Source: an optimization exercise on an open RTL-to-GDS flow (aim: small area, a short achievable clock period and few clock cycles). Production flows keep margins and buffers that such runs may drop.
The RTL was checked by simulation tests, not by an equivalence proof against the original design.

<file path="constraint.sdc">
create_clock -name core_clock -period 11.0 [get_ports {CLK}]
set_input_delay 2.2000 -clock core_clock [delete_from_list [all_inputs] [get_ports {CLK}]]
set_output_delay 2.2000 -clock core_clock [all_outputs]
set_load 0.01 [all_outputs]
</file>
<file path="config.mk">
export PLATFORM = sky130hd
export DESIGN_NAME = bicubic_column
export DESIGN_NICKNAME = bicubic_column
export VERILOG_FILES = /design/flow/design.v
export SDC_FILE = /design/flow/constraint.sdc
export NUM_CORES = 4
export LEC_CHECK = 0
export ABC_CLOCK_PERIOD_IN_PS = 3500
export CAP_MARGIN = 20
export CORE_MARGIN = 2
export CORE_UTILIZATION = 65
export CTS_BUF_LIST = sky130_fd_sc_hd__clkbuf_4
export SETUP_SLACK_MARGIN = 5.0
export SLEW_MARGIN = 20
</file>
<file path="design.v">
`default_nettype none
package scaler_pkg;
    localparam int IMG_W      = 100;
    localparam int ROW_W      = 7;    
    localparam int ADDR_W     = 14;
    localparam int TABLE_ROW  = 101;  
    localparam int RESULT_COL = 1;
    localparam int CREDITS    = 2;    
    localparam int DIV_CYCLES = 8;    
    localparam int SPAN_W     = 6;    
    typedef enum logic [1:0] {
        REQ_TABLE = 2'd0,
        REQ_WB    = 2'd1,
        REQ_FETCH = 2'd2
    } sram_req_t;
endpackage
`default_nettype wire
`default_nettype none
package cubic_pkg;
    localparam int PIX_W  = 8;
    localparam int FRAC_W = 8;    
    typedef logic [PIX_W-1:0]  pixel_t;
    typedef logic [FRAC_W-1:0] frac_t;
    localparam int COEF_W      = 12;   
    localparam int ACC_W       = 36;   
    localparam int ROUND_SHIFT = 25;   
endpackage
`default_nettype wire
`timescale 1ns/1ps
`default_nettype none
module frac_divider (
    input  wire       CLK,
    input  wire       load_i,
    input  wire [5:0] ld_x_i,
    input  wire [5:0] ld_d_i,
    input  wire [5:0] d_i,
    input  wire       step_i,
    output logic [7:0] quot_o,
    output logic [5:0] rem_o
);
    logic [7:0] t1, t2;    
    logic [5:0] r1;
    assign t1 = {1'b0, rem_o, 1'b0} - {2'b0, d_i};
    assign r1 = t1[7] ? {rem_o[4:0], 1'b0} : t1[5:0];
    assign t2 = {1'b0, r1, 1'b0} - {2'b0, d_i};
    always_ff @(posedge CLK) begin
        if (load_i) begin
            rem_o  <= (ld_x_i == ld_d_i) ? 6'd0 : ld_x_i;
            quot_o <= '0;
        end else if (step_i) begin
            rem_o  <= t2[7] ? {r1[4:0], 1'b0} : t2[5:0];
            quot_o <= {quot_o[5:0], !t1[7], !t2[7]};
        end
    end
endmodule
`default_nettype wire
`timescale 1ns/1ps
`default_nettype none
module cubic_engine (
    input  wire        CLK,
    input  wire        v_i,       
    input  wire        u1_i,      
    input  wire [7:0]  p0_i,
    input  wire [7:0]  p1_i,
    input  wire [7:0]  p2_i,
    input  wire [7:0]  p3_i,      
    input  wire [7:0]  f_i,       
    input  wire [7:0]  d0_i,      
    input  wire [7:0]  c0_i,      
    input  wire [7:0]  c2_i,      
    output logic signed [9:0] rnd_o   
);
    logic signed [10:0] a, a_q, a_rest;    
    logic signed [9:0]  w, w_q;            
    logic signed [8:0]  c;
    logic signed [26:0] h_q;    
    logic [7:0]         f_q;
    logic signed [19:0] h1;
    logic signed [34:0] u_add, u_out;    
    logic signed [34:0] u_mul;
    logic signed [9:0]  rnd;
    logic signed [8:0]  fm_s, fq_s;     
    logic signed [34:0] d_add;
    assign a_rest = 11'sd3 * (11'(p1_i) - 11'(p2_i)) - 11'(p0_i);
    assign a      = a_rest + 11'(p3_i);
    assign w      = 10'(p0_i) + 10'(p2_i) - (10'(p1_i) <<< 1);
    assign c      = 9'(c2_i) - 9'(c0_i);
    assign fm_s = {1'b1, f_i};
    assign fq_s = {1'b0, f_q};
    assign d_add = {2'd0, d0_i, 1'b1, 24'd0};
    assign h1 = a_q * fm_s + (20'(w_q) <<< 8);
    assign u_add = u1_i ? (35'(c) <<< 16) : d_add;
    assign u_mul = h_q * fq_s;
    assign u_out = u_mul + u_add;
    assign rnd   = u_out[34:25];
    always_ff @(posedge CLK) begin
        a_q <= a;
        w_q <= w;
        if (v_i) begin
            h_q <= 27'(h1);
            f_q <= f_i;
        end else if (u1_i) begin
            h_q <= u_out[26:0];
        end
        rnd_o <= rnd;
    end
endmodule
`default_nettype wire
`timescale 1ns/1ps
`default_nettype none
import scaler_pkg::*;
import cubic_pkg::*;
module bicubic_column (
    input  wire                           CLK,
    input  wire                           RST,
    input  wire [scaler_pkg::ROW_W-1:0]   v0_i,
    input  wire [scaler_pkg::ROW_W-1:0]   h0_i,
    input  wire [scaler_pkg::SPAN_W-1:0]  sh_i,
    input  wire [scaler_pkg::SPAN_W-1:0]  th_i,
    output logic [scaler_pkg::ADDR_W-1:0] rom_addr_o,
    input  wire cubic_pkg::pixel_t        rom_data_i,
    output logic                          sram_cen_o,
    output logic                          sram_wen_o,
    output logic [scaler_pkg::ADDR_W-1:0] sram_addr_o,
    output cubic_pkg::pixel_t             sram_wdata_o,
    input  wire cubic_pkg::pixel_t        sram_rdata_i,
    output logic                          done_o
);
    logic        w0;               
    logic [5:0]  dd_q;             
    logic [5:0]  sm1_q;            
    logic        w0_q;
    logic [7:0]  q_tab, q_row;     
    logic [5:0]  r_tab, r_row;     
    logic [2:0]  cnt_q;            
    logic        div_ok;
    logic        r0w_q;            
    logic [13:0] addr_q;           
    logic        rv_q;             
    logic [7:0]  win [4];          
    logic [7:0]  wn [4];           
    logic        fetch;
    logic        ph_q;             
    logic        issue;
    logic [5:0]  ji_q;             
    logic        last;             
    logic        all_in_q;
    logic [5:0]  r_q;              
    logic [7:0]  f_q;              
    logic [5:0]  g_q;              
    logic [7:0]  rs, gs;           
    logic        u1_q, u2_q, wv_q;
    logic        s1_q, s2_q;       
    logic        eng_done_q, rd_done_q, rdw;
    logic [5:0]  jw_q;             
    logic [7:0]  res;
    logic signed [9:0] rnd;
    logic [5:0]  k_q;
    logic [7:0]  t_q;
    logic [5:0]  ta_q;
    logic        tab_done_q;
    logic [7:0]  ts;
    logic        tw;
    assign w0 = (sh_i == th_i);
    always_ff @(posedge CLK) begin
        if (RST) begin
            dd_q  <= th_i - 6'd1;
            sm1_q <= sh_i - 6'd1;
            w0_q  <= w0;
        end
    end
    frac_divider u_div_tab (
        .CLK(CLK), .load_i(RST), .ld_x_i(6'd1), .ld_d_i(th_i - 6'd1), .d_i(dd_q),
        .step_i(!div_ok), .quot_o(q_tab), .rem_o(r_tab)
    );
    frac_divider u_div_row (
        .CLK(CLK), .load_i(RST), .ld_x_i(sh_i - 6'd1), .ld_d_i(th_i - 6'd1), .d_i(dd_q),
        .step_i(!div_ok), .quot_o(q_row), .rem_o(r_row)
    );
    assign div_ok = cnt_q >= 3'd4;
    always_ff @(posedge CLK) begin
        if (RST)                cnt_q <= '0;
        else if (cnt_q != 3'd5) cnt_q <= cnt_q + 3'd1;
    end
    assign issue = ph_q && !all_in_q;
    assign last  = (ji_q + 6'd1 == dd_q);
    assign rs    = {2'b0, r_q} + {2'b0, sm1_q} - {2'b0, dd_q};
    assign gs    = {2'b0, g_q} + {2'b0, r_row} - {2'b0, dd_q};
    always_ff @(posedge CLK) begin
        if (RST) begin
            ph_q     <= 1'b0;
            ji_q     <= 6'd1;
            all_in_q <= (th_i == 6'd2);
            r_q      <= w0 ? 6'd0 : sh_i - 6'd1;
        end else begin
            ph_q <= (cnt_q == 3'd4) || (cnt_q == 3'd5 && !ph_q);
            if (issue) begin
                ji_q     <= ji_q + 6'd1;
                all_in_q <= last;
                r_q      <= rs[7] ? 6'(rs + {2'b0, dd_q}) : rs[5:0];
            end
        end
    end
    always_ff @(posedge CLK) begin
        if (cnt_q == 3'd4) begin
            f_q <= q_row;
            g_q <= r_row;
        end else if (issue) begin
            f_q <= f_q + q_row + {7'd0, !gs[7]};
            g_q <= gs[7] ? 6'(gs + {2'b0, dd_q}) : gs[5:0];
        end
    end
    assign fetch      = (cnt_q < 3'd4) || (issue && !rs[7] && !last);
    assign rom_addr_o = addr_q;
    always_ff @(posedge CLK) begin
        if (RST) begin
            addr_q <= 14'(v0_i) * 14'd100 + 14'(h0_i) - (w0 ? 14'd0 : 14'd100);
            rv_q   <= 1'b0;
        end else begin
            rv_q <= fetch;
            if (fetch) addr_q <= addr_q + 14'd100;
        end
        for (int i = 0; i < 4; i++) win[i] <= wn[i];
    end
    always_comb begin
        if (rv_q) begin
            wn[0] = win[1];
            wn[1] = win[2];
            wn[2] = win[3];
            wn[3] = rom_data_i;
        end else begin
            for (int i = 0; i < 4; i++) wn[i] = win[i];
        end
    end
    always_ff @(posedge CLK) begin
        if (RST) begin
            u1_q <= 1'b0;
            u2_q <= 1'b0;
            wv_q <= 1'b0;
        end else begin
            u1_q <= issue;
            u2_q <= u1_q;
            wv_q <= u2_q;
        end
        s1_q <= issue && fetch;
        s2_q <= s1_q;
    end
    cubic_engine u_eng (
        .CLK(CLK), .v_i(issue), .u1_i(u1_q),
        .p0_i(wn[0]), .p1_i(wn[1]), .p2_i(wn[2]), .p3_i(wn[3]), .f_i(f_q),
        .d0_i(s2_q ? win[0] : win[1]), .c0_i(win[0]), .c2_i(win[2]), .rnd_o(rnd)
    );
    assign res = rnd[9] ? 8'd0 : rnd[8] ? 8'hff : rnd[7:0];
    assign rdw = all_in_q && !rd_done_q && cnt_q == 3'd5 && !wv_q && !r0w_q;
    assign tw  = !tab_done_q && div_ok && !wv_q && !r0w_q && !rdw;
    assign ts = {2'b0, ta_q} + {2'b0, r_tab} - {2'b0, dd_q};
    always_ff @(posedge CLK) begin
        if (RST) begin
            k_q        <= '0;
            t_q        <= '0;
            ta_q       <= '0;
            tab_done_q <= 1'b0;
        end else if (tw) begin
            k_q        <= k_q + 6'd1;
            t_q        <= t_q + q_tab + {7'd0, !ts[7]};
            ta_q       <= ts[7] ? 6'(ts + {2'b0, dd_q}) : ts[5:0];
            tab_done_q <= (k_q + 6'd1 == dd_q);
        end
    end
    assign sram_cen_o   = !(wv_q || r0w_q || rdw || tw);
    assign sram_wen_o   = sram_cen_o;
    assign sram_addr_o  = wv_q  ? {1'b0, jw_q, 7'd1} :
                          r0w_q ? 14'd1 :
                          rdw   ? {1'b0, dd_q, 7'd1} : {7'd101, 1'b0, k_q};
    assign sram_wdata_o = wv_q  ? res :
                          r0w_q ? (w0_q ? win[0] : win[1]) :
                          rdw   ? (dd_q == 6'd1 ? win[1] : win[2]) : t_q;
    always_ff @(posedge CLK) begin
        r0w_q <= !RST && (cnt_q == 3'd4);
        if (RST) begin
            jw_q       <= 6'd1;
            eng_done_q <= (th_i == 6'd2);
            rd_done_q  <= 1'b0;
        end else begin
            if (wv_q) begin
                jw_q <= jw_q + 6'd1;
                if (jw_q + 6'd1 == dd_q) eng_done_q <= 1'b1;
            end
            if (rdw) rd_done_q <= 1'b1;
        end
    end
    assign done_o = eng_done_q && rd_done_q && tab_done_q;
endmodule
`default_nettype wire
</file>
<file path="standard.sh">
#!/bin/bash
# synth_recipe.tcl (not shown) runs the flow's synth.tcl, then flattens the netlist and writes it again
# the make line also repeats each setting of config.mk as NAME=value (left out here)
make -C /OpenROAD-flow-scripts/flow DESIGN_CONFIG=/design/flow/config.mk WORK_HOME=/design/flow/orfs CLKGATE_MAP_FILE= SYNTH_SCRIPT=/design/flow/synth_recipe.tcl "${@:-finish}"
</file>
<file path="flow/run.sh">
#!/bin/bash
set -euo pipefail
export BUFFER_PORTS_ARGS="-buffer_cell sky130_fd_sc_hd__buf_1"
export CTS_ARGS="-sink_clustering_enable -repair_clock_nets -dont_use_dummy_load -buf_list sky130_fd_sc_hd__clkbuf_8 -sink_clustering_size 16 -sink_clustering_max_diameter 50"
bash standard.sh > standard.log 2>&1
</file>
==> notes.md, run 1 <==
* Number of global-route vias before repair at 19800
* Fin crit share at 0.522
* Final WL at 59000 microns
* Slew Viols, Final at 0
* Placer Congestion at 0.893
* Tightest Pin Transition at 1060 ps
* CP Max Fanout at 27
* Share of cells above drive strength 1 at 0.0429
* Post-synth ARST share at 0
* Setup TNS at 0 ps
* DIE AREA at 42700 sq um
* Hold_buf cts at 0
* Initial Util at 0.656
* Input/output buffers at 73
* Crit path DAT at 6090 ps
* Ys Warns at 7
* Endpoints failing setup at 0
* Outcome: complete, no violations
* TritonRoute pass-1 iters at 6
* Synthesized area at 26700 sq um
* First-pass GRT wire length at 97000 microns
* TritonCTS clock tree: built
* Largest net degree at the start of global routing at 73
* CTS Buffer Depth at 3
* EDFF count, synth at 96
* Sink Count at 220
* Antenna Violating Nets Remaining at 0
* DRC viols at 0
* Min Tclk post-route at 5740 ps
* Dpl hpwl at 46100 microns
* DIE HEIGHT at 207 microns
* CTS Buf Count at 31
* # nets final at 3647
* Relative slew margins at 0.292
* Max_cap viols at 0
* R2R Setup Slk at 5260 ps
* Synth unique cells at 62
* Clock root cell: clkbuf_8
* Sequential area share after synthesis at 0.201
* Seq cells post-synth at 220
* GRT Util Overall at 0.284
* Die width at 207 microns
* Clk_skew at 88.6 ps
* Fin util at 0.694
* Worst hold-check path type: reg2reg
* IO Count at 83
* Avg Inst Size Synth at 9.14 sq um
* Worst Setup End Kind: flop
* Top FF cell, synth: dfxtp_1
* Worst setup SP type: flop
* Gr ovfl total at 0
* Iter 0 DRT Violations at 1002
* Max Freq at 174 MHz
* Post-synthesis cell count at 2917
* Routed len/inst at 16.8 microns
* Clock transition at path regs at 70 ps
* Post-Syn Nets at 3575
* Avg Vias per Cell at 5.51
* Unrepaired setup endpoints after global routing: no
* H-tree depth at 1
* Core Box Area at 40600 sq um
* Area grow syn2layout at 5.80%
* Initial antenna violation count at 2
* Antenna diode count at 0
* Standard-cell row count at 74
* Clk Latency, worst-skew pair at 640 ps
* Final hold vios at 0
* DR vias at 19400
* CP required at 11350 ps
* Setup CP Type: reg2reg
==> logic make-up (layout without fill, tap and decap cells) <==
group	Yosys count	after routing	share of synthesized area
compound gates	418	418	0.0965
xor+xnor	216	216	0.0714
fa+ha+maj	614	614	0.380
buf+inv	604	674	0.0854
flops	220	220	0.201
mux	80	80	0.0306
other cells	1	1	0.000141
simple gates	764	764	0.134
==> state kept, by name, indices dropped and copies added (netlist names), 3 cells and up <==
| signal | cells |
|---|---|
| g_q | 6 |
| u_eng.f_q | 8 |
| u_eng.rnd_o | 10 |
| cnt_q | 3 |
| u_div_row.rem_o | 6 |
| u_div_tab.quot_o | 8 |
| u_eng.a_q | 11 |
| win | 32 |
| ji_q | 6 |
| u_eng.w_q | 10 |
| f_q | 8 |
| u_div_tab.rem_o | 6 |
| jw_q | 6 |
| sm1_q | 6 |
| t_q | 8 |
| r_q | 6 |
| u_div_row.quot_o | 8 |
| u_eng.h_q | 27 |
| addr_q | 14 |
| dd_q | 6 |
| ta_q | 6 |
| k_q | 6 |
==> Yosys cell counts, drive strengths merged, types with 31 or more instances <==
cell type,count,area [sq um]
xnor2,138,1210
nand2,285,1070
mux2i,67,671
ha,286,3580
o21ai,95,475
inv,509,1910
nor2,175,657
clkbuf,82,308
and2,159,995
dfxtp,124,2480
fa,328,6570
xor2,77,674
a21oi,148,744
o21bai,31,233
edfxtp,96,2880
a21o,51,383
==> cell type report <==
type,instances,area (sq um)
clock buffers,31,427
repair buffers,134,783
well taps,532,666
inverters,509,1910
flip-flops and latches,220,5370
fillers,3317,12400
multi-input cells,2093,19100
==> through the flow <==
step | instances | hold WS [ps] | setup slack [ps] | area (sq um)
finish | 3519 | 335 | 5260 | 28200
global route | 3519 | 343 | 5010 | 28200
CTS | 3500 | 338 | 5010 | 28000
detailed placement | 3438 | 322 | 4580 | 27300
global placement | 3438 | 313 | 4640 | 27300
floorplan | 2917 | 310 | 5330 | 26700
==> layout by cell type (no fill, tap or decap), types with 51 or more instances in the layout <==
master,n
edfxtp_1,96
buf_1,72
mux2i_1,67
fa_1,326
dfxtp_1,122
inv_1,509
a21o_1,51
xnor2_1,137
o21ai_0,81
a21oi_1,147
xor2_1,77
buf_4,53
ha_1,286
nand2_1,285
and2_1,159
nor2_1,175
==> worst paths after layout <==
kind                                        startpoint                      end  depth (start not counted)
worst min-delay path                      s1_q$_DFF_P_             s2_q$_DFF_P_                          0
worst max register to register  u_eng.f_q[7]$_DFFE_PP_  u_eng.h_q[23]$_DFFE_PP_                         18
worst max-delay path            u_eng.f_q[7]$_DFFE_PP_  u_eng.h_q[23]$_DFFE_PP_                         18
worst min register to register            s1_q$_DFF_P_             s2_q$_DFF_P_                          0
==> per-layer routing <==
| layer | global-route usage | vias up | wire (microns) |
|---|---|---|---|
| met5 | 0 | - | 12 |
| met2 | 0.507 | 395 | 29600 |
| met3 | 0.0305 | 123 | 2490 |
| met1 | 0.361 | 9449 | 25100 |
| met4 | 0.0916 | 2 | 1830 |
| li1 | - | 9435 | - |
==> worst max-delay path, cell delays in order, from the launching register on <==
cell,delay [ps]
edfxtp_1,960
and2_1,250
ha_1,140
inv_1,60
fa_1,520
inv_1,60
fa_1,530
fa_1,440
ha_1,290
ha_1,320
o21ai_0,300
o21ai_1,150
and3_1,200
o31a_1,360
a211o_1,340
a21o_1,200
a21oi_2,150
xnor2_1,70
a21o_1,190
==> what timing repair did <==
action / 4_1_cts / 5_1_grt
endpoints found under the setup margin: 19 / 14
hold endpoints to repair: 0 / 0
gates resized for setup: 3 / 5
buffers inserted: 31 / 19
Testbench counts, summed over its fixed seeds: cycles 4,462.
==> run 2: changes to the inputs <==
--- a/config.mk
+++ b/config.mk
@@ -10,5 +10,6 @@
 export CORE_MARGIN = 2
 export CORE_UTILIZATION = 65
 export CTS_BUF_LIST = sky130_fd_sc_hd__clkbuf_4
+export GPL_TIMING_DRIVEN = 1
 export SETUP_SLACK_MARGIN = 5.0
 export SLEW_MARGIN = 20
==> run 2 against run 1 <==
Still clean. Die area is the same. Non-clock buffer count is the same. Global-route usage is the same. Critical path type unchanged.
==> notes.md, run 2 <==
* Iter 0 DRT Violations at 1002
* Fill cells at 3317
* CP Max Fanout at 27
* TritonRoute pass-1 iters at 6
* H-tree depth at 1
* Post-Syn Nets at 3575
* Antenna Violating Nets Remaining at 0
* Min Tclk post-route at 5740 ps
* Final Instance Area at 28200 sq um
* First-pass GRT wire length at 97000 microns
* Commonest non-fill, non-tap cell in the layout: inv_1
* Endpoints failing setup at 0
* Most flops, register: win
* IO Count at 83
* Crit path DAT at 6090 ps
* Final WL at 59000 microns
* CTS Buffer Depth at 3
* Core Box Area at 40600 sq um
* Initial antenna violation count at 2
* Routed len/inst at 16.8 microns
* Input/output buffers at 73
* Top-count cell post-synth: inv_1
* Worst hold-check path type: reg2reg
* DIE AREA at 42700 sq um
* Outcome: complete, no violations
* Most frequent cells in the layout: inv_1, fa_1, ha_1, nand2_1, nor2_1
* Sequential area share after synthesis at 0.201
* Clock transition at path regs at 70 ps
* Ys Warns at 7
* Avg Inst Size Synth at 9.14 sq um
* Leading cell types by count after synthesis: inv_1, fa_1, ha_1, nand2_1, nor2_1
* Post-synthesis cell count at 2917
* Clock root cell: clkbuf_8
* Hold_buf cts at 0
* # nets final at 3647
* CP max stage cell: edfxtp_1
* Pre-CTS worst setup slack at 4580 ps
* DIE HEIGHT at 207 microns
* DRC viols at 0
* CTS Buf Count at 31
* Relative slew margins at 0.292
* Share of cells above drive strength 1 at 0.0429
* Top delay family on crit path: adder cells
* Clk_skew at 88.6 ps
* Synth unique cells at 62
* Seq cells post-synth at 220
* Hold Slack at 335 ps
* Die width at 207 microns
* Initial Util at 0.656
* Final hold vios at 0
* Post-synth ARST share at 0
* Crit-path cells: and2_1 > ha_1 > inv_1 > fa_1 > inv_1 > fa_1 > fa_1 > ha_1 > ha_1 > o21ai_0 > o21ai_1 > and3_1 > o31a_1 > a211o_1 > a21o_1 > a21oi_2 > xnor2_1 > a21o_1
* Clk Latency, worst-skew pair at 640 ps
* Fin crit share at 0.522
* Top FF cell, synth: dfxtp_1
* Final WS setup at 5260 ps
* GRT Util Overall at 0.284
* Setup TNS at 0 ps
* Post-synth top area share at 0.246
* Fin util at 0.694
* Largest net degree at the start of global routing at 73
* R2R Setup Slk at 5260 ps
* DR vias at 19400
* Placed cells at 3438
* Worst setup SP type: flop
* CP required at 11350 ps
* Biggest regs: win (32), u_eng.h_q (27), addr_q (14)
* EDFF count, synth at 96
* Max_cap viols at 0
* Cell taking the most area after synthesis: fa_1
* Synthesized area at 26700 sq um
* Final Non-Filler Cells at 3519
* Max Freq at 174 MHz
* WP buf/inv at 2
* Max reg flops at 32
* Tightest Pin Transition at 1060 ps
* TritonCTS clock tree: built
* Setup CP Type: reg2reg
* Unrepaired setup endpoints after global routing: no
* Standard-cell row count at 74
* Worst Setup End Kind: flop
* Post-place instance area at 27300 sq um
* Dpl hpwl at 46100 microns
* Slew Viols, Final at 0
* Gr ovfl total at 0
* Number of global-route vias before repair at 19800
* Crit-path max cell delay at 960 ps
* Antenna diode count at 0
* Placer Congestion at 0.893
* Sink Count at 220
* Area grow syn2layout at 5.80%
* Ranking of synthesized cells by area: fa_1, ha_1, edfxtp_1
* Avg Vias per Cell at 5.51
==> run 2: cell counts in the layout (fill, tap and decap cells not counted) <==
Identical to the previous run, type by type.
==> run 2: final cells by class <==
type                            count  area (sq um)  share of cell area
Tap cell                          532           666              0.0236
Inverter                          509          1910              0.0677
Clock buffer                       31           427              0.0151
Multi-Input combinational cell   2093         19100               0.676
Sequential cell                   220          5370               0.190
Timing Repair Buffer              134           783              0.0278
==> run 2: worst paths after layout <==
path                                             start  cells past startpoint                       to
worst min-delay path                      s1_q$_DFF_P_                      0             s2_q$_DFF_P_
worst max-delay path            u_eng.f_q[7]$_DFFE_PP_                     18  u_eng.h_q[23]$_DFFE_PP_
worst min register to register            s1_q$_DFF_P_                      0             s2_q$_DFF_P_
worst max register to register  u_eng.f_q[7]$_DFFE_PP_                     18  u_eng.h_q[23]$_DFFE_PP_
==> run 2: repair_timing <==
action / in CTS / in global routing
buffers inserted: 31 / 19
endpoints found under the setup margin: 19 / 14
gates resized for setup: 3 / 5
==> run 2: routing by layer <==
metal / routed length, microns / GRT usage / share of wire / vias to the layer above
met3: 2490 / 0.0305 / 0.042 / 123
met4: 1830 / 0.0916 / 0.031 / 2
met2: 29600 / 0.507 / 0.50 / 395
met5: 12 / 0 / 0.00020 / -
met1: 25100 / 0.361 / 0.43 / 9449
li1: - / - / - / 9435
==> run 2: kinds of logic (layout without fill, tap and decap cells) <==
kind of cell	Yosys count	in the layout	synth area share
other	1	1	0.000141
buffers and inverters	604	674	0.0854
xor gates and xnor gates	216	216	0.0714
AOI/OAI and AO/OA	418	418	0.0965
DFF	220	220	0.201
and+or+nand+nor	764	764	0.134
adders and majority gates	614	614	0.380
muxes	80	80	0.0306
==> run 2: worst register-to-register path, cell delays in order (launching register included) <==
cell	delay, ps
edfxtp_1	960
and2_1	260
ha_1	140
inv_1	60
fa_1	530
inv_1	60
fa_1	530
fa_1	440
ha_1	290
ha_1	320
o21ai_0	300
o21ai_1	150
and3_1	200
o31a_1	360
a211o_1	340
a21o_1	200
a21oi_2	150
xnor2_1	70
a21o_1	190
==> run 3: changes to the inputs <==
==> flow/run.sh (replaced) <==
#!/bin/bash
set -euo pipefail
export SETUP_SLACK_MARGIN=5.2
export BUFFER_PORTS_ARGS="-buffer_cell sky130_fd_sc_hd__buf_1"
export CTS_ARGS="-sink_clustering_enable -repair_clock_nets -dont_use_dummy_load -buf_list sky130_fd_sc_hd__clkbuf_8 -sink_clustering_size 16 -sink_clustering_max_diameter 50"
bash standard.sh > standard.log 2>&1
--- a/config.mk
+++ b/config.mk
@@ -10,6 +10,4 @@
 export CORE_MARGIN = 2
 export CORE_UTILIZATION = 65
 export CTS_BUF_LIST = sky130_fd_sc_hd__clkbuf_4
-export GPL_TIMING_DRIVEN = 1
-export SETUP_SLACK_MARGIN = 5.0
 export SLEW_MARGIN = 20
==> run 3 against run 2 <==
Maximum frequency increased by 1.2%. Cell count increased by 0.31%. Clock-buffer cell count did not move. Synthesized cell count is the same. Largest cell class unchanged. Highest routed layer unchanged.
==> notes.md, run 3 <==
* Outcome: complete, no violations
* CP Max Fanout at 10
* Top FF cell, synth: dfxtp_1
* Slew Viols, Final at 0
* R2R depth at 19
* # nets final at 3657
* Stages on worst setup path at 19
* DIE HEIGHT at 207 microns
* Area grow syn2layout at 6.39%
* GRT Util Overall at 0.286
* Crit path DAT at 6030 ps
* Initial Util at 0.656
* Number of global-route vias before repair at 19800
* IO Count at 83
* Leading cell types by count after synthesis: inv_1, fa_1, ha_1, nand2_1, nor2_1
* Top delay family on crit path: adder cells
* Most frequent cells in the layout: inv_1, fa_1, nand2_1, ha_1, nor2_1
* Reg2reg start: u_eng.f_q[0]$_DFFE_PP_
* TritonRoute pass-1 iters at 5
* H-tree depth at 1
* Largest net degree at the start of global routing at 73
* Gr ovfl total at 0
* Unrepaired setup endpoints after global routing: yes
* Post-synthesis cell count at 2917
* Share of cells above drive strength 1 at 0.0501
* DRC viols at 0
* Routed len/inst at 16.8 microns
* Antenna Violating Nets Remaining at 0
* Worst Setup End Kind: flop
* Die width at 207 microns
* Clk_skew at 85.2 ps
* Synthesized area at 26700 sq um
* Max Freq at 176 MHz
* Endpoints failing setup at 0
* Standard-cell row count at 74
* Hold_buf cts at 0
* Cell taking the most area after synthesis: fa_1
* Min Tclk post-route at 5670 ps
* Core Box Area at 40600 sq um
* Placer Congestion at 0.893
* Post-Syn Nets at 3575
* Final hold vios at 0
* Biggest regs: win (32), u_eng.h_q (27), addr_q (14)
* Worst path most repeated cell: fa_1
* Crit-path cells: buf_6 > nand2_1 > fa_1 > inv_1 > fa_1 > fa_1 > fa_1 > inv_1 > fa_1 > inv_1 > ha_1 > and3_1 > nand2_1 > inv_1 > a211oi_1 > nand3b_1 > a31oi_1 > xnor2_1 > a21o_1
* EDFF count, synth at 96
* First-pass GRT wire length at 97500 microns
* CP required at 11370 ps
* DR vias at 19500
* Top-count cell post-synth: inv_1
* CTS Buffer Depth at 3
* Post-synth top area share at 0.246
* WP buf/inv at 5
* Clock transition at path regs at 70 ps
* Initial antenna violation count at 1
* Ys Warns at 7
* Final WL at 59500 microns
* Commonest non-fill, non-tap cell in the layout: inv_1
* Setup TNS at 0 ps
* R2R Setup Slk at 5330 ps
* Ranking of synthesized cells by area: fa_1, ha_1, edfxtp_1
* Crit-path max cell delay at 560 ps
* CTS Buf Count at 31
* Dpl hpwl at 46100 microns
* TritonCTS clock tree: built
* Seq cells post-synth at 220
* Worst R2R End: u_eng.h_q[26]$_DFFE_PP_
* DIE AREA at 42700 sq um
* Relative slew margins at 0.267
* Input/output buffers at 73
* Avg Inst Size Synth at 9.14 sq um
* Fin util at 0.698
* Avg Vias per Cell at 5.53
* Max reg flops at 32
* Sink Count at 220
* Clk Latency, worst-skew pair at 640 ps
* Clock root cell: clkbuf_8
* Worst hold-check path type: reg2reg
* Worst setup SP type: flop
* Max_cap viols at 0
* Post-synth ARST share at 0
* Setup CP Type: reg2reg
* Worst setup path endpoint: u_eng.h_q[26]$_DFFE_PP_
* Sequential area share after synthesis at 0.201
* Fin crit share at 0.515
* CP max stage cell: fa_1
* Tightest Pin Transition at 1100 ps
* Placed cells at 3438
* Synth unique cells at 62
* Final Non-Filler Cells at 3530
* Most flops, register: win
* CP startpoint: u_eng.f_q[0]$_DFFE_PP_
* Iter 0 DRT Violations at 955
run 3: cell count changes in the layout (fill, tap and decap cells not counted), moves of 2 or more:
cell     before  now
buf_6         6   10
ha_2          0    2
fa_2          2    4
a21oi_2       1    3
buf_4        53   58
fa_1        326  324
a21oi_1     147  145
ha_1        286  283
run 3: worst min-delay path by stage:
stage	startpoint	end	depth (start not counted)
global placement	s1_q$_DFF_P_	s2_q$_DFF_P_	0
finish	s1_q$_DFF_P_	s2_q$_DFF_P_	0
global route	s1_q$_DFF_P_	s2_q$_DFF_P_	0
CTS	s1_q$_DFF_P_	s2_q$_DFF_P_	0
detailed placement	s1_q$_DFF_P_	s2_q$_DFF_P_	0
floorplan	s1_q$_DFF_P_	s2_q$_DFF_P_	0
run 3: cells by family after synthesis:
kind of cell	Yosys count	share of synthesized area
DFF	220	0.201
xor gates and xnor gates	216	0.0714
adders and majority gates	614	0.380
and+or+nand+nor	764	0.134
muxes	80	0.0306
other	1	0.000141
buffers and inverters	604	0.0854
AOI/OAI and AO/OA	418	0.0965
run 3: area by class of cell:
cell class                 count  area [sq um]
antenna                        1          2.50
inverter                     509          1910
fill                        3279         12300
tap                          532           666
sequential                   220          5370
multi-input combinational   2093         19100
clock buffer                  31           427
timing repair buffer         144           886
run 3: worst register-to-register path: cells and delay by family (launching register included):
family,cells,cell delay (ps)
buffers and inverters,5,440
adders and majority gates,6,2930
xor gates and xnor gates,1,160
and+or+nand+nor,4,680
AOI/OAI and AO/OA,3,780
DFF,1,490
run 3: through the flow:
stage | worst slack (ps) | area [sq um] | hold WS, ps
detailed placement | 4580 | 27300 | 322
global route | 5180 | 28400 | 343
global placement | 4640 | 27300 | 313
floorplan | 5330 | 26700 | 310
finish | 5330 | 28400 | 334
CTS | 5250 | 28200 | 338
run 3: per-layer routing:
metal  up-vias  part of all wire  global-route usage
li1       9458                 -                   -
met1      9552              0.43               0.364
met2       399              0.50               0.509
met3       120             0.041              0.0297
met4         2             0.032              0.0962
met5         -           0.00020                   0
run 3: repair_timing:
| action | CTS | global route |
|---|---|---|
| gates resized for setup | 8 | 15 |
| endpoints found under the setup margin | 23 | 12 |
| buffers inserted | 51 | 9 |
| pin swaps | 0 | 8 |
==> run 4: changes to the inputs <==
==> flow/run.sh (replaced) <==
#!/bin/bash
set -euo pipefail
export SETUP_SLACK_MARGIN=5.4
export BUFFER_PORTS_ARGS="-buffer_cell sky130_fd_sc_hd__buf_1"
export CTS_ARGS="-sink_clustering_enable -repair_clock_nets -dont_use_dummy_load -buf_list sky130_fd_sc_hd__clkbuf_8 -sink_clustering_size 16 -sink_clustering_max_diameter 50"
bash standard.sh > standard.log 2>&1
==> run 4 against run 3 <==
Still clean on timing, DRC and antenna. Synthesized cell count unchanged. Sequential share of layout area down 0.44 points. Synthesized area unchanged. Largest cell class unchanged.
==> notes.md, run 4 <==
* Outcome: complete, no violations
* Final hold vios at 0
* Relative slew margins at 0.349
* TritonRoute pass-1 iters at 7
* DR vias at 19900
* EDFF count, synth at 96
* Unrepaired setup endpoints after global routing: yes
* Number of global-route vias before repair at 20500
* Ranking of synthesized cells by area: fa_1, ha_1, edfxtp_1
* Worst R2R End: u_eng.h_q[23]$_DFFE_PP_
* Iter 0 DRT Violations at 895
* Worst Setup End Kind: flop
* DRC viols at 0
* Tightest Pin Transition at 971 ps
* Synth unique cells at 62
* Seq cells post-synth at 220
* Most flops, register: win
* Min Tclk post-route at 5530 ps
* Most frequent cells in the layout: inv_1, fa_1, nand2_1, ha_1, nor2_1
* Crit path DAT at 5830 ps
* Avg Inst Size Synth at 9.14 sq um
* R2R depth at 21
* Post-synth ARST share at 0
* Worst setup SP type: flop
* Cell taking the most area after synthesis: fa_1
* Dpl hpwl at 46900 microns
* Final WL at 61600 microns
* CP startpoint: u_eng.f_q[0]$_DFFE_PP_
* CTS Buf Count at 34
* Fin crit share at 0.503
* GRT Util Overall at 0.295
* Synthesized area at 26700 sq um
* Clock transition at path regs at 80 ps
* Initial antenna violation count at 2
* Hold Crit Depth at 0
* TritonCTS clock tree: built
* Clock root cell: clkbuf_8
* Post-synthesis cell count at 2917
* Leading cell types by count after synthesis: inv_1, fa_1, ha_1, nand2_1, nor2_1
* Gr ovfl total at 0
* Sequential area share after synthesis at 0.201
* Die width at 207 microns
* Routed len/inst at 17.3 microns
* Post-synth top area share at 0.246
* CP required at 11290 ps
* Max reg flops at 32
* # nets final at 3691
* Final Instance Area at 29100 sq um
* Clk_skew at 43.0 ps
* IO Count at 83
* Avg Vias per Cell at 5.58
* Antenna Violating Nets Remaining at 0
* Setup TNS at 0 ps
* Setup CP Type: reg2reg
* DIE HEIGHT at 207 microns
* Hold_buf cts at 0
* Fill cells at 3150
* Worst hold-check path type: reg2reg
* Top-count cell post-synth: inv_1
* Biggest regs: win (32), u_eng.h_q (27), addr_q (14)
* Share of cells above drive strength 1 at 0.0808
* DIE AREA at 42700 sq um
* Post-Syn Nets at 3575
* R2R Setup Slk at 5470 ps
* Top FF cell, synth: dfxtp_1
* Post-place instance area at 27300 sq um
* Ys Warns at 7
* Largest net degree at the start of global routing at 82
* Core Box Area at 40600 sq um
* Commonest non-fill, non-tap cell in the layout: inv_1
* Worst setup path endpoint: u_eng.h_q[23]$_DFFE_PP_
* First-pass GRT wire length at 101000 microns
* Standard-cell row count at 74
* Area grow syn2layout at 9.10%
* CP Max Fanout at 4
* Endpoints failing setup at 0
* Sink Count at 220
* Pre-CTS worst setup slack at 4560 ps
* Clk Latency, worst-skew pair at 550 ps
* Max_cap viols at 0
* Placer Congestion at 0.882
* CTS Buffer Depth at 3
* Slew Viols, Final at 0
* Reg2reg start: u_eng.f_q[0]$_DFFE_PP_
* Final WS setup at 5470 ps
* Max Freq at 181 MHz
* H-tree depth at 2
* Input/output buffers at 73
* Initial Util at 0.656
[run 4: cell types whose count changed in the layout (fill, tap and decap cells not counted), moves of 4 or more]
| cell | change |
|---|---|
| buf_4 | +24 |
| ha_1 | -21 |
| ha_4 | +19 |
| fa_1 | -7 |
| fa_2 | +7 |
| dfxtp_1 | -6 |
| dfxtp_2 | +6 |
| a21oi_1 | -5 |
| buf_6 | +5 |
| nand2_1 | -5 |
| nand2_2 | +5 |
| a21oi_2 | +4 |
[run 4: layer usage]
metal  global-route usage  up-vias  wire length [microns]
met5                    0        -                     13
met4               0.0962        2                   1670
met3               0.0330      120                   2550
met2                0.540      433                  32100
met1                0.364     9793                  25200
li1                     -     9533                      -
[run 4: how the worst min path moves through the flow]
| stage | startpoint | endpoint |
|---|---|---|
| floorplan | s1_q$_DFF_P_ | s2_q$_DFF_P_ |
| global placement | s1_q$_DFF_P_ | s2_q$_DFF_P_ |
| detailed placement | s1_q$_DFF_P_ | s2_q$_DFF_P_ |
| CTS | s1_q$_DFF_P_ | s2_q$_DFF_P_ |
| global route | s1_q$_DFF_P_ | s2_q$_DFF_P_ |
| finish | s1_q$_DFF_P_ | s2_q$_DFF_P_ |
[run 4: critical path: stages (launching register included)]
cell	delay [ps]
edfxtp_1	460
buf_4	160
nand2_1	60
fa_1	530
inv_1	60
fa_1	470
ha_1	280
inv_1	50
fa_1	490
inv_1	50
ha_1	310
ha_4	190
fa_2	370
a211oi_4	270
o21ai_2	110
and3_1	180
o31a_1	330
a211o_1	320
a21o_1	210
a21oi_2	150
xnor2_1	70
a21o_1	190
[run 4: kinds of logic after synthesis]
group / after synthesis / synth area share
AO/OA/AOI/OAI: 418 / 0.0965
other: 1 / 0.000141
buffers and inverters: 604 / 0.0854
XOR/XNOR: 216 / 0.0714
AND/OR/NAND/NOR: 764 / 0.134
multiplexers: 80 / 0.0306
flip-flops: 220 / 0.201
adder cells (fa/ha/maj): 614 / 0.380
[run 4: timing repair]
item,4_1_cts,5_1_grt
setup buffers,54,35
setup endpoints to repair,23,21
pin swaps,4,39
cloned,0,1
gates resized for setup,20,87
hold endpoints to repair,0,0
[run 4: cell type report]
cell class                      count  area [sq um]  share of cell area
Antenna cell                        1          2.50           0.0000860
Inverter                          509          1910              0.0657
Tap cell                          532           666              0.0229
Multi-Input combinational cell   2093         19500               0.671
Clock buffer                       34           468              0.0161
Timing Repair Buffer              175          1140              0.0393
Sequential cell                   220          5380               0.185
[run 4: per-stage QoR]
stage / util / cells / hold WS (ps)
2_1_floorplan: - / 2917 / 310
3_3_place_gp: 0.673 / 3439 / 314
3_5_place_dp: 0.673 / 3439 / 340
4_1_cts: 0.698 / 3527 / 362
5_1_grt: 0.716 / 3563 / 347
6_report: 0.716 / 3564 / 361
==> run 5: changes to the inputs <==
==> flow/run.sh (replaced) <==
#!/bin/bash
set -euo pipefail
export SETUP_SLACK_MARGIN=4.8
export BUFFER_PORTS_ARGS="-buffer_cell sky130_fd_sc_hd__buf_1"
export CTS_ARGS="-sink_clustering_enable -repair_clock_nets -dont_use_dummy_load -buf_list sky130_fd_sc_hd__clkbuf_8 -sink_clustering_size 16 -sink_clustering_max_diameter 50"
bash standard.sh > standard.log 2>&1
==> run 5 against run 4 <==
Sequential cell count did not move. Sequential share of layout area rose by 0.62 points. First-iteration DRC count rose by 6.7%. Worst setup slack got worse by 320 ps. Critical path depth fell by 3. Largest cell class unchanged.
==> notes.md, run 5 <==
* Iter 0 DRT Violations at 955
* Reg2reg start: f_q[4]$_DFFE_PP_
* Commonest non-fill, non-tap cell in the layout: inv_1
* Area grow syn2layout at 5.36%
* Unrepaired setup endpoints after global routing: no
* Most frequent cells in the layout: inv_1, fa_1, ha_1, nand2_1, nor2_1
* Worst Setup End Kind: flop
* Top Layer Used: met5
* Ys Warns at 7
* First-pass GRT wire length at 95800 microns
* Final Instance Area at 28100 sq um
* Post-synth top area share at 0.246
* Crit path DAT at 6200 ps
* Synth unique cells at 62
* Placer Congestion at 0.893
* Die width at 207 microns
* TritonCTS clock tree: built
* Sink Count at 220
* Clk_skew at 90.1 ps
* Setup CP Type: reg2reg
* Fill cells at 3317
* Cell taking the most area after synthesis: fa_1
* Post-synthesis cell count at 2917
* Max_cap viols at 0
* Input/output buffers at 73
* Outcome: complete, no violations
* Standard-cell row count at 74
* CP startpoint: f_q[4]$_DFFE_PP_
* Gr ovfl total at 0
* IO Count at 83
* Worst setup SP type: flop
* # nets final at 3636
* Clock root cell: clkbuf_8
* Metal-1 WL at 24900 microns
* EDFF count, synth at 96
* CP required at 11350 ps
* Dpl hpwl at 46100 microns
* CP max stage cell: fa_1
* Avg Inst Size Synth at 9.14 sq um
* Post-place instance area at 27300 sq um
* Metal2 WL at 29200 microns
* DIE HEIGHT at 207 microns
* Tightest Pin Transition at 1070 ps
* GRT Util Overall at 0.280
* Max Freq at 171 MHz
* Clk Latency, worst-skew pair at 640 ps
* CTS Buf Count at 31
* CTS Buffer Depth at 3
* Max reg flops at 32
* DRC viols at 0
* Clock transition at path regs at 70 ps
* Final WL at 58500 microns
* Post-Syn Nets at 3575
* TritonRoute pass-1 iters at 5
* Routed len/inst at 16.7 microns
* Met3 wire length at 2510 microns
* Ranking of synthesized cells by area: fa_1, ha_1, edfxtp_1
* H-tree depth at 1
* Hold_buf cts at 0
* Worst path most repeated cell: fa_1
* Post-synth ARST share at 0
* R2R Setup Slk at 5140 ps
* Leading cell types by count after synthesis: inv_1, fa_1, ha_1, nand2_1, nor2_1
* Antenna Violating Nets Remaining at 0
* Crit-path max cell delay at 690 ps
* Antenna diode count at 0
* Sequential area share after synthesis at 0.201
* Avg Vias per Cell at 5.53
* Slew Viols, Final at 0
* Relative slew margins at 0.287
* Fin crit share at 0.532
* Largest net degree at the start of global routing at 73
* Number of global-route vias before repair at 19600
* Most flops, register: win
* Share of cells above drive strength 1 at 0.0383
* Setup TNS at 0 ps
* Endpoints failing setup at 0
* Top-count cell post-synth: inv_1
* Worst hold-check path type: reg2reg
* CP Max Fanout at 8
* Seq cells post-synth at 220
* Biggest regs: win (32), u_eng.h_q (27), addr_q (14)
* Crit-path cells: and2_1 > fa_1 > inv_1 > fa_1 > inv_1 > fa_1 > fa_1 > inv_1 > fa_1 > inv_1 > ha_1 > and3_1 > a21oi_1 > o21ai_1 > o41ai_1 > nand4b_1 > nand3_4 > a21o_1
* Core Box Area at 40600 sq um
* Top delay family on crit path: adder cells
* Final hold vios at 0
* Min-delay src: s1_q$_DFF_P_
* WP buf/inv at 4
* Synthesized area at 26700 sq um
* Initial antenna violation count at 1
* Initial Util at 0.656
* DIE AREA at 42700 sq um
* Min Tclk post-route at 5860 ps
* DR vias at 19400
* Top FF cell, synth: dfxtp_1
## run 5: final timing paths
path,to,depth (start not counted)
worst max-delay path,u_eng.h_q[24]$_DFFE_PP_,18
worst min register to register,s2_q$_DFF_P_,0
worst max register to register,u_eng.h_q[24]$_DFFE_PP_,18
worst min-delay path,s2_q$_DFF_P_,0
## run 5: final cells by class
class	count	area, sq um	area share
clock buffers	31	427	0.0152
repair buffers	123	676	0.0240
inverters	509	1910	0.0680
flip-flops and latches	220	5370	0.191
well taps	532	666	0.0237
multi-input cells	2093	19100	0.678
## run 5: routing by layer
metal	GRT usage	vias up
met5	0	-
li1	-	9410
met3	0.0279	119
met2	0.503	399
met1	0.358	9459
met4	0.0852	2
## run 5: per-stage QoR
step	hold WS (ps)	utilization	worst slack, ps	instances
finish	336	0.691	5140	3508
global route	343	0.691	4870	3508
CTS	338	0.684	4870	3472
detailed placement	322	0.672	4580	3438
global placement	313	0.672	4640	3438
floorplan	310	-	5330	2917
## run 5: worst reg2reg max path, delay by kind of cell, from the launching register on
| kind | cells | cell delay (ps) |
|---|---|---|
| AOI/OAI and AO/OA | 4 | 800 |
| adders and majority gates | 6 | 3190 |
| buffers and inverters | 4 | 320 |
| and+or+nand+nor | 4 | 820 |
| DFF | 1 | 500 |
## run 5: repair_timing
action | 4_1_cts | 5_1_grt
gates resized for setup | 2 | 3
buffers inserted | 3 | 36
pin swaps | 0 | 0
setup endpoints to repair | 11 | 15
## run 5: cell families after synthesis
group | Yosys count | synth area share
other | 1 | 0.000141
AND/OR/NAND/NOR | 764 | 0.134
flip-flops | 220 | 0.201
buffers and inverters | 604 | 0.0854
XOR/XNOR | 216 | 0.0714
AO/OA/AOI/OAI | 418 | 0.0965
multiplexers | 80 | 0.0306
adder cells (fa/ha/maj) | 614 | 0.380
==> run 6: changes to the inputs <==
==> flow/run.sh (replaced) <==
#!/bin/bash
set -euo pipefail
export SETUP_SLACK_MARGIN=5.6
export BUFFER_PORTS_ARGS="-buffer_cell sky130_fd_sc_hd__buf_1"
export CTS_ARGS="-sink_clustering_enable -repair_clock_nets -dont_use_dummy_load -buf_list sky130_fd_sc_hd__clkbuf_8 -sink_clustering_size 16 -sink_clustering_max_diameter 50"
bash standard.sh > standard.log 2>&1
==> run 6 against run 5 <==
Critical endpoint is now u_eng.h_q[19]$_DFFE_PP_. Cell area up 6.0%. Cell count is 2.2% higher. Synthesized area stayed put. Utilization is 4.2 points higher. Register-to-register slack improved by 200 ps.
==> notes.md, run 6 <==
* Post-Syn Nets at 3575
* Iter 0 DRT Violations at 1091
* Final Non-Filler Cells at 3586
* Min Tclk post-route at 5660 ps
* DIE AREA at 42700 sq um
* Post-synth top area share at 0.246
* Max reg flops at 32
* Number of global-route vias before repair at 20500
* Input/output buffers at 73
* Routed len/inst at 17.6 microns
* Share of cells above drive strength 1 at 0.113
* Endpoints failing setup at 0
* Synthesized area at 26700 sq um
* CTS Buf Count at 34
* Clock transition at path regs at 80 ps
* Sequential area share after synthesis at 0.201
* Slew Viols, Final at 0
* Antenna Violating Nets Remaining at 0
* Unrepaired setup endpoints after global routing: yes
* CP required at 11260 ps
* DRC viols at 0
* Largest net degree at the start of global routing at 75
* Tightest Pin Transition at 1030 ps
* Biggest regs: win (32), u_eng.h_q (27), addr_q (14)
* Crit-path max cell delay at 550 ps
* First-pass GRT wire length at 102000 microns
* CP max stage cell: fa_1
* Most flops, register: win
* Top-count cell post-synth: inv_1
* Standard-cell row count at 74
* Synth unique cells at 62
* Commonest non-fill, non-tap cell in the layout: inv_1
* Core Box Area at 40600 sq um
* Most frequent cells in the layout: inv_1, fa_1, nand2_1, ha_1, nor2_1
* Area grow syn2layout at 11.7%
* Worst hold-check path type: reg2reg
* Leading cell types by count after synthesis: inv_1, fa_1, ha_1, nand2_1, nor2_1
* WP buf/inv at 5
* Final hold vios at 0
* Final Instance Area at 29800 sq um
* Ys Warns at 7
* Initial antenna violation count at 2
* Worst path most repeated cell: fa_1
* TritonRoute pass-1 iters at 5
* Initial Util at 0.656
* DR vias at 20000
* Fin crit share at 0.514
* Top delay family on crit path: adder cells
* EDFF count, synth at 96
* Setup TNS at 0 ps
* Setup CP Type: reg2reg
* Ranking of synthesized cells by area: fa_1, ha_1, edfxtp_1
* GRT Util Overall at 0.299
* DIE HEIGHT at 207 microns
* Sink Count at 220
* Top FF cell, synth: dfxtp_1
* Outcome: complete, no violations
* Avg Vias per Cell at 5.58
* Post-synth ARST share at 0
* Seq cells post-synth at 220
* Post-place instance area at 27400 sq um
* Pre-CTS worst setup slack at 4620 ps
* Placer Congestion at 0.880
* Final WL at 63300 microns
* Worst Setup End Kind: flop
* Crit path DAT at 5910 ps
* # nets final at 3712
* Die width at 207 microns
* CTS Buffer Depth at 3
* Gr ovfl total at 0
* Clk_skew at 61.8 ps
* Final WS setup at 5340 ps
* Crit-path cells: buf_6 > buf_6 > nand2_1 > fa_1 > inv_2 > fa_1 > fa_2 > fa_1 > inv_1 > fa_1 > inv_1 > ha_4 > or3_4 > o22ai_4 > o21ai_2 > o41ai_2 > nand4b_1 > nand3_4 > a21o_1
* Max_cap viols at 0
* Placed cells at 3439
* H-tree depth at 2
* Avg Inst Size Synth at 9.14 sq um
* Post-synthesis cell count at 2917
* Cell taking the most area after synthesis: fa_1
* TritonCTS clock tree: built
* Dpl hpwl at 46500 microns
* Clock root cell: clkbuf_8
* Relative slew margins at 0.309
* Max Freq at 177 MHz
* CP Max Fanout at 8
* Clk Latency, worst-skew pair at 570 ps
* Hold Slack at 329 ps
* Fin util at 0.733
* IO Count at 83
* Worst setup SP type: flop
[run 6: path summary, 6_finish.rpt]
kind | end | start | slack [ps] | depth (start not counted)
min | s2_q$_DFF_P_ | s1_q$_DFF_P_ | 330 | 0
max | u_eng.h_q[19]$_DFFE_PP_ | f_q[3]$_DFFE_PP_ | 5340 | 19
min reg2reg | s2_q$_DFF_P_ | s1_q$_DFF_P_ | 330 | 0
max reg2reg | u_eng.h_q[19]$_DFFE_PP_ | f_q[3]$_DFFE_PP_ | 5340 | 19
[run 6: layout make-up]
| class | instances | area (sq um) |
|---|---|---|
| Multi-Input combinational cell | 2093 | 19900 |
| Fill cell | 2988 | 10900 |
| Sequential cell | 220 | 5380 |
| Inverter | 509 | 1910 |
| Timing Repair Buffer | 196 | 1440 |
| Tap cell | 532 | 666 |
| Clock buffer | 34 | 468 |
| Antenna cell | 2 | 5.00 |
[run 6: worst reg2reg max path, stage by stage, from the launching register on]
cell,delay [ps]
edfxtp_1,450
buf_6,140
buf_6,100
nand2_1,60
fa_1,530
inv_2,50
fa_1,490
fa_2,450
fa_1,500
inv_1,70
fa_1,560
inv_1,70
ha_4,170
or3_4,390
o22ai_4,160
o21ai_2,100
o41ai_2,430
nand4b_1,220
nand3_4,220
a21o_1,220
[run 6: cells by family after synthesis]
| group | after synthesis | synth area share |
|---|---|---|
| simple gates | 764 | 0.134 |
| fa+ha+maj | 614 | 0.380 |
| buf+inv | 604 | 0.0854 |
| compound gates | 418 | 0.0965 |
| flops | 220 | 0.201 |
| xor+xnor | 216 | 0.0714 |
| mux | 80 | 0.0306 |
| other cells | 1 | 0.000141 |
[run 6: per-layer routing]
| layer | share of wire | track usage | up-vias |
|---|---|---|---|
| li1 | - | - | 9593 |
| met1 | 0.41 | 0.376 | 9833 |
| met2 | 0.51 | 0.537 | 460 |
| met3 | 0.039 | 0.0328 | 120 |
| met4 | 0.034 | 0.101 | 0 |
| met5 | 0 | 0 | - |
[run 6: what timing repair did]
action,CTS,global route
hold buffers,0,0
setup endpoints to repair,25,25
resized for setup,103,115
gates cloned,1,1
pin swaps,53,88
buffers inserted,80,29
==> run 7: changes to the inputs <==
==> flow/run.sh (replaced) <==
#!/bin/bash
set -euo pipefail
export SETUP_SLACK_MARGIN=5.3
export BUFFER_PORTS_ARGS="-buffer_cell sky130_fd_sc_hd__buf_1"
export CTS_ARGS="-sink_clustering_enable -repair_clock_nets -dont_use_dummy_load -buf_list sky130_fd_sc_hd__clkbuf_8 -sink_clustering_size 16 -sink_clustering_max_diameter 50"
bash standard.sh > standard.log 2>&1
==> run 7 against run 6 <==
First-iteration DRC count down 14%. Largest cell class unchanged. Global-route usage down 1.3 points. Highest routed layer is now met5. Cell count down 1.1%. Critical path type unchanged. Maximum frequency up 1.7%.
==> notes.md, run 7 <==
* Adder-Cell Fraction of Synth Area at 0.380
* Post-Syn Nets at 3575
* Biggest regs: win (32), u_eng.h_q (27), addr_q (14)
* Die width at 207 microns
* CP required at 11360 ps
* Hold_buf cts at 0
* Post-synthesis cell count at 2917
* CP Max Fanout at 8
* Stages on worst setup path at 18
* Input/output buffers at 73
* R2R depth at 18
* DIE HEIGHT at 207 microns
* Largest family of logic cells by synthesized area: adder cells
* IO Count at 83
* Worst hold-check path type: reg2reg
* Fill cells at 3214
* Core Box Area at 40600 sq um
* Post-synth ARST share at 0
* Standard-cell row count at 74
* Commonest non-fill, non-tap cell in the layout: inv_1
* Most flops, register: win
* Avg Vias per Cell at 5.53
* Min Tclk post-route at 5560 ps
* TritonRoute pass-1 iters at 5
* Antenna Violating Nets Remaining at 0
* CTS Buf Count at 31
* H-tree depth at 1
* Crit-path cells: nand2_1 > fa_1 > inv_1 > fa_1 > fa_1 > fa_1 > inv_1 > fa_1 > inv_1 > ha_4 > and3_1 > nand2_1 > nor4_1 > nand2b_1 > nand3b_1 > a31oi_2 > xnor2_1 > a21o_1
* Setup TNS at 0 ps
* Top delay family on crit path: adder cells
* Dpl hpwl at 46100 microns
* Tightest Pin Transition at 1080 ps
* Setup CP Type: reg2reg
* Final WL at 59900 microns
* Worst path most repeated cell: fa_1
* Share of cells above drive strength 1 at 0.0647
* Routed len/inst at 16.9 microns
* Synth Area in XOR/XNOR at 0.0714
* # nets final at 3673
* Initial antenna violation count at 1
* Area grow syn2layout at 7.49%
* Post-synthesis compound-gate area fraction at 0.0965
* EDFF count, synth at 96
* Avg Inst Size Synth at 9.14 sq um
* Hold Slack at 336 ps
* Cell taking the most area after synthesis: fa_1
* TritonCTS clock tree: built
* Gr ovfl total at 0
* Clock transition at path regs at 70 ps
* Clock root cell: clkbuf_8
* Max Freq at 180 MHz
* Clk_skew at 87.2 ps
* Top FF cell, synth: dfxtp_1
* First-pass GRT wire length at 97500 microns
* Synthesized area at 26700 sq um
* Unrepaired setup endpoints after global routing: yes
* Top-count cell post-synth: inv_1
* Fin util at 0.705
* Synth unique cells at 62
* Ranking of synthesized cells by area: fa_1, ha_1, edfxtp_1
* Outcome: complete, no violations
* Register area at 5370 sq um
* Number of global-route vias before repair at 19900
* Worst Setup End Kind: flop
* Seq cells post-synth at 220
* Fin crit share at 0.506
* Final hold vios at 0
* Most frequent cells in the layout: inv_1, fa_1, nand2_1, ha_1, nor2_1
* Leading cell types by count after synthesis: inv_1, fa_1, ha_1, nand2_1, nor2_1
* Endpoints failing setup at 0
* Max reg flops at 32
* Largest net degree at the start of global routing at 73
* Placed cells at 3438
* GRT Util Overall at 0.286
* Final Non-Filler Cells at 3545
* Initial Util at 0.656
* Slew Viols, Final at 0
* Clk Latency, worst-skew pair at 640 ps
* DRC viols at 0
* Hold Crit Depth at 0
* Post-synth top area share at 0.246
* Crit-path max cell delay at 560 ps
* DIE AREA at 42700 sq um
* Placer Congestion at 0.893
* Area of the multi-input gates at 19300 sq um
* WP buf/inv at 3
* Synth Area in Simple Gates at 0.134
* CTS Buffer Depth at 3
* Sink Count at 220
* Iter 0 DRT Violations at 940
* Worst setup SP type: flop
* CP max stage cell: fa_1
* Crit path DAT at 5930 ps
* Relative slew margins at 0.278
* Max_cap viols at 0
* Antenna diode count at 0
* Sequential area share after synthesis at 0.201
* Ys Warns at 7
* R2R Setup Slk at 5440 ps
* Mux cell area share after synthesis at 0.0306
* DR vias at 19600
[run 7: cells by family (layout without fill, tap and decap cells)]
logic type                 Yosys count  in the layout
AOI/OAI and AO/OA                  418            418
xor gates and xnor gates           216            216
adders and majority gates          614            614
buffers and inverters              604            700
DFF                                220            220
muxes                               80             80
other                                1              1
and+or+nand+nor                    764            764
[run 7: per-layer routing]
layer | vias up | wire [microns] | track usage
met3 | 135 | 2550 | 0.0300
li1 | 9490 | - | -
met2 | 432 | 30000 | 0.511
met1 | 9550 | 25300 | 0.364
met4 | 2 | 2060 | 0.0936
met5 | - | 12 | 0
[run 7: through the flow]
step | setup slack, ps | cell area [sq um]
final | 5440 | 28700
after global routing | 5240 | 28700
after CTS | 5320 | 28300
after detailed placement | 4580 | 27300
after global placement | 4640 | 27300
after floorplan | 5330 | 26700
[run 7: final timing paths]
kind	startpoint	end
setup / recovery	u_eng.h_q[18]$_DFFE_PP_	u_eng.h_q[26]$_DFFE_PP_
hold / removal	s1_q$_DFF_P_	s2_q$_DFF_P_
setup reg to reg	u_eng.h_q[18]$_DFFE_PP_	u_eng.h_q[26]$_DFFE_PP_
hold reg to reg	s1_q$_DFF_P_	s2_q$_DFF_P_
[run 7: what timing repair did]
item | 4_1_cts | 5_1_grt
resized for setup | 11 | 50
pin swaps | 0 | 20
setup buffers | 52 | 23
gates cloned | 0 | 1
endpoints found under the setup margin | 23 | 14
[run 7: cell type report]
class,count,area share
timing repair buffer,160,0.0355
tap,532,0.0232
inverter,509,0.0666
sequential,220,0.187
multi-input combinational,2093,0.672
clock buffer,31,0.0149
==> run 8: changes to the inputs <==
--- a/config.mk
+++ b/config.mk
@@ -8,6 +8,6 @@
 export ABC_CLOCK_PERIOD_IN_PS = 3500
 export CAP_MARGIN = 20
 export CORE_MARGIN = 2
-export CORE_UTILIZATION = 65
+export CORE_UTILIZATION = 55
 export CTS_BUF_LIST = sky130_fd_sc_hd__clkbuf_4
 export SLEW_MARGIN = 20
==> run 8 against run 7 <==
Routed wire length increased by 2.2%. Global-route usage down 3.4 points.
==> notes.md, run 8 <==
* Initial antenna violation count at 4
* Adder-Cell Fraction of Synth Area at 0.380
* Worst R2R End: u_eng.h_q[23]$_DFFE_PP_
* Input/output buffers at 73
* Placer Congestion at 0.843
* Post-synth ARST share at 0
* Worst setup SP type: flop
* Synthesized area at 26700 sq um
* CP startpoint: u_eng.f_q[3]$_DFFE_PP_
* R2R Setup Slk at 5420 ps
* Share of cells above drive strength 1 at 0.0671
* Min-delay src: s1_q$_DFF_P_
* Sequential area share after synthesis at 0.201
* Clock root cell: clkbuf_8
* Largest family of logic cells by synthesized area: adder cells
* Most flops, register: win
* Seq cells post-synth at 220
* Biggest regs: win (32), u_eng.h_q (27), addr_q (14)
* IO Count at 83
* Crit path DAT at 5910 ps
* Tightest Pin Transition at 940 ps
* Ys Warns at 7
* Top FF cell, synth: dfxtp_1
* Avg Vias per Cell at 5.35
* CP Max Fanout at 7
* Mux cell area share after synthesis at 0.0306
* Cell taking the most area after synthesis: fa_1
* Max reg flops at 32
* First-pass GRT wire length at 102000 microns
* Die width at 224 microns
* Iter 0 DRT Violations at 802
* Relative slew margins at 0.369
* # nets final at 3672
* DRC viols at 0
* Antenna Violating Nets Remaining at 0
* Commonest non-fill, non-tap cell in the layout: inv_1
* EDFF count, synth at 96
* Post-synthesis compound-gate area fraction at 0.0965
* Dpl hpwl at 47000 microns
* CTS Buffer Depth at 3
* Leading cell types by count after synthesis: inv_1, fa_1, ha_1, nand2_1, nor2_1
* Ranking of synthesized cells by area: fa_1, ha_1, edfxtp_1
* CTS Buf Count at 36
* Placed cells at 3525
* Hold Crit Depth at 0
* Clk Latency, worst-skew pair at 590 ps
* Final Non-Filler Cells at 3628
* Top-count cell post-synth: inv_1
* Reg2reg start: u_eng.f_q[3]$_DFFE_PP_
* Avg Inst Size Synth at 9.14 sq um
* CP required at 11340 ps
* Max_cap viols at 0
* Largest net degree at the start of global routing at 66
* Slew Viols, Final at 0
* Max Freq at 179 MHz
* TritonCTS clock tree: built
* Core Box Area at 47800 sq um
* Setup TNS at 0 ps
* Unrepaired setup endpoints after global routing: yes
* Post-synthesis cell count at 2917
* Setup CP Type: reg2reg
* Post-synth top area share at 0.246
* DIE HEIGHT at 224 microns
* Synth Area in Simple Gates at 0.134
* Routed len/inst at 16.9 microns
* Post-Syn Nets at 3575
* TritonRoute pass-1 iters at 5
* Outcome: complete, no violations
* Final hold vios at 0
* Sink Count at 220
* Worst hold-check path type: reg2reg
* R2R depth at 17
* Worst Setup End Kind: flop
* DR vias at 19400
* Fill cells at 4225
* Most frequent cells in the layout: inv_1, fa_1, nand2_1, ha_1, nor2_1
* Hold EP: s2_q$_DFF_P_
* Gr ovfl total at 0
* Min Tclk post-route at 5580 ps
* Synth Area in XOR/XNOR at 0.0714
* Area grow syn2layout at 8.52%
* Synth unique cells at 62
* GRT Util Overall at 0.252
* DIE AREA at 50300 sq um
* Standard-cell row count at 80
* Fin crit share at 0.507
* Clock transition at path regs at 80 ps
* Endpoints failing setup at 0
* Initial Util at 0.557
* Final WL at 61200 microns
* H-tree depth at 2
* Clk_skew at 60.9 ps
* Number of global-route vias before repair at 20400
run 8: how the worst max path moves through the flow:
stage,endpoint,slack (ps),cells past startpoint
after detailed placement,u_eng.h_q[26]$_DFFE_PP_,4580,18
after global routing,u_eng.h_q[19]$_DFFE_PP_,5250,17
after global placement,u_eng.h_q[26]$_DFFE_PP_,4660,18
after floorplan,u_eng.h_q[23]$_DFFE_PP_,5330,22
after CTS,u_eng.h_q[23]$_DFFE_PP_,5300,18
final,u_eng.h_q[23]$_DFFE_PP_,5420,17
run 8: timing repair:
action | 4_1_cts | 5_1_grt
hold endpoints to repair | 0 | 0
resized for setup | 18 | 63
buffers inserted | 43 | 22
endpoints found under the setup margin | 23 | 19
pin swaps | 5 | 40
hold buffers | 0 | 0
gates cloned | 1 | 0
run 8: cell families after synthesis:
| logic type | count (synthesis) |
|---|---|
| and+or+nand+nor | 764 |
| adders and majority gates | 614 |
| buffers and inverters | 604 |
| AOI/OAI and AO/OA | 418 |
| DFF | 220 |
| xor gates and xnor gates | 216 |
| muxes | 80 |
| other | 1 |
run 8: layout make-up:
type / instances / area, sq um / area share
sequential: 220 / 5370 / 0.186
timing repair buffer: 154 / 1050 / 0.0363
clock buffer: 36 / 495 / 0.0171
tap: 615 / 769 / 0.0266
inverter: 509 / 1910 / 0.0660
antenna: 1 / 2.50 / 0.0000865
multi-input combinational: 2093 / 19300 / 0.668
run 8: critical path, stage by stage (launching register included):
cell and delay [ps]:
edfxtp_1 520, buf_12 200, buf_6 130, and2_1 150, fa_1 550, fa_1 450
fa_1 600, fa_1 460, ha_1 300, ha_1 320, o21a_1 220, and3_1 200
o31a_1 320, a211o_1 340, a21o_1 200, a21oi_2 140, xnor2_1 80, a21o_1 180
run 8: metal layers:
layer,part of all wire,track usage,vias to the layer above
met1,0.43,0.319,9517
li1,-,-,9496
met5,0.00016,0,-
met2,0.50,0.446,307
met3,0.033,0.0298,104
met4,0.032,0.0897,2
run 8: per-stage QoR:
stage	utilization	setup WS, ps	hold slack, ps	instance area [sq um]
3_3_place_gp	0.574	4660	315	27500
4_1_cts	0.595	5300	337	28500
5_1_grt	0.605	5250	349	28900
6_report	0.605	5420	333	28900
3_5_place_dp	0.574	4580	316	27500
2_1_floorplan	-	5330	310	26700

## static timing again, ports no longer ideal
How much do the figures lean on ideal ports? The routed layouts below were timed once more, with nothing changed but the port constraints. Step 1, drivers: a clkbuf_16 drives CLK and a buf_2 each remaining input, both assumed. Step 2 times the ports against the registers' clock, not the clock port: input delays grow and output delays shrink by t, the midpoint of the rising clock arrivals with the driver on. a / b / c = ideal ports / drivers / drivers and shift; a / b = the first two.
run | t, ns | setup WS [ns] | clock arrival spread, ns | slew at the worst register clock pin (ns) | worst slew at a driven data input, ns
run 1 | 0.645 | 5.261 / 5.261 / 4.959 | 0.090 / 0.091 | 0.08 / 0.08 | 0.08
run 2 | 0.645 | 5.261 / 5.261 / 4.959 | 0.090 / 0.091 | 0.08 / 0.08 | 0.08
run 3 | 0.647 | 5.331 / 5.331 / 4.959 | 0.087 / 0.088 | 0.08 / 0.08 | 0.10
run 4 | 0.587 | 5.465 / 5.465 / 5.064 | 0.052 / 0.053 | 0.09 / 0.09 | 0.10
run 5 | 0.647 | 5.143 / 5.143 / 4.957 | 0.094 / 0.093 | 0.08 / 0.08 | 0.09
run 6 | 0.588 | 5.344 / 5.344 / 5.261 | 0.075 / 0.075 | 0.09 / 0.09 | 0.09
run 7 | 0.645 | 5.438 / 5.438 / 5.059 | 0.088 / 0.088 | 0.08 / 0.08 | 0.08
run 8 | 0.609 | 5.420 / 5.420 / 5.027 | 0.061 / 0.061 | 0.08 / 0.08 | 0.11
After both steps every run listed still meets setup and hold. For run 4, which loses most, drivers alone change the setup slack by 0.000 ns; drivers and shift together by -0.401 ns.
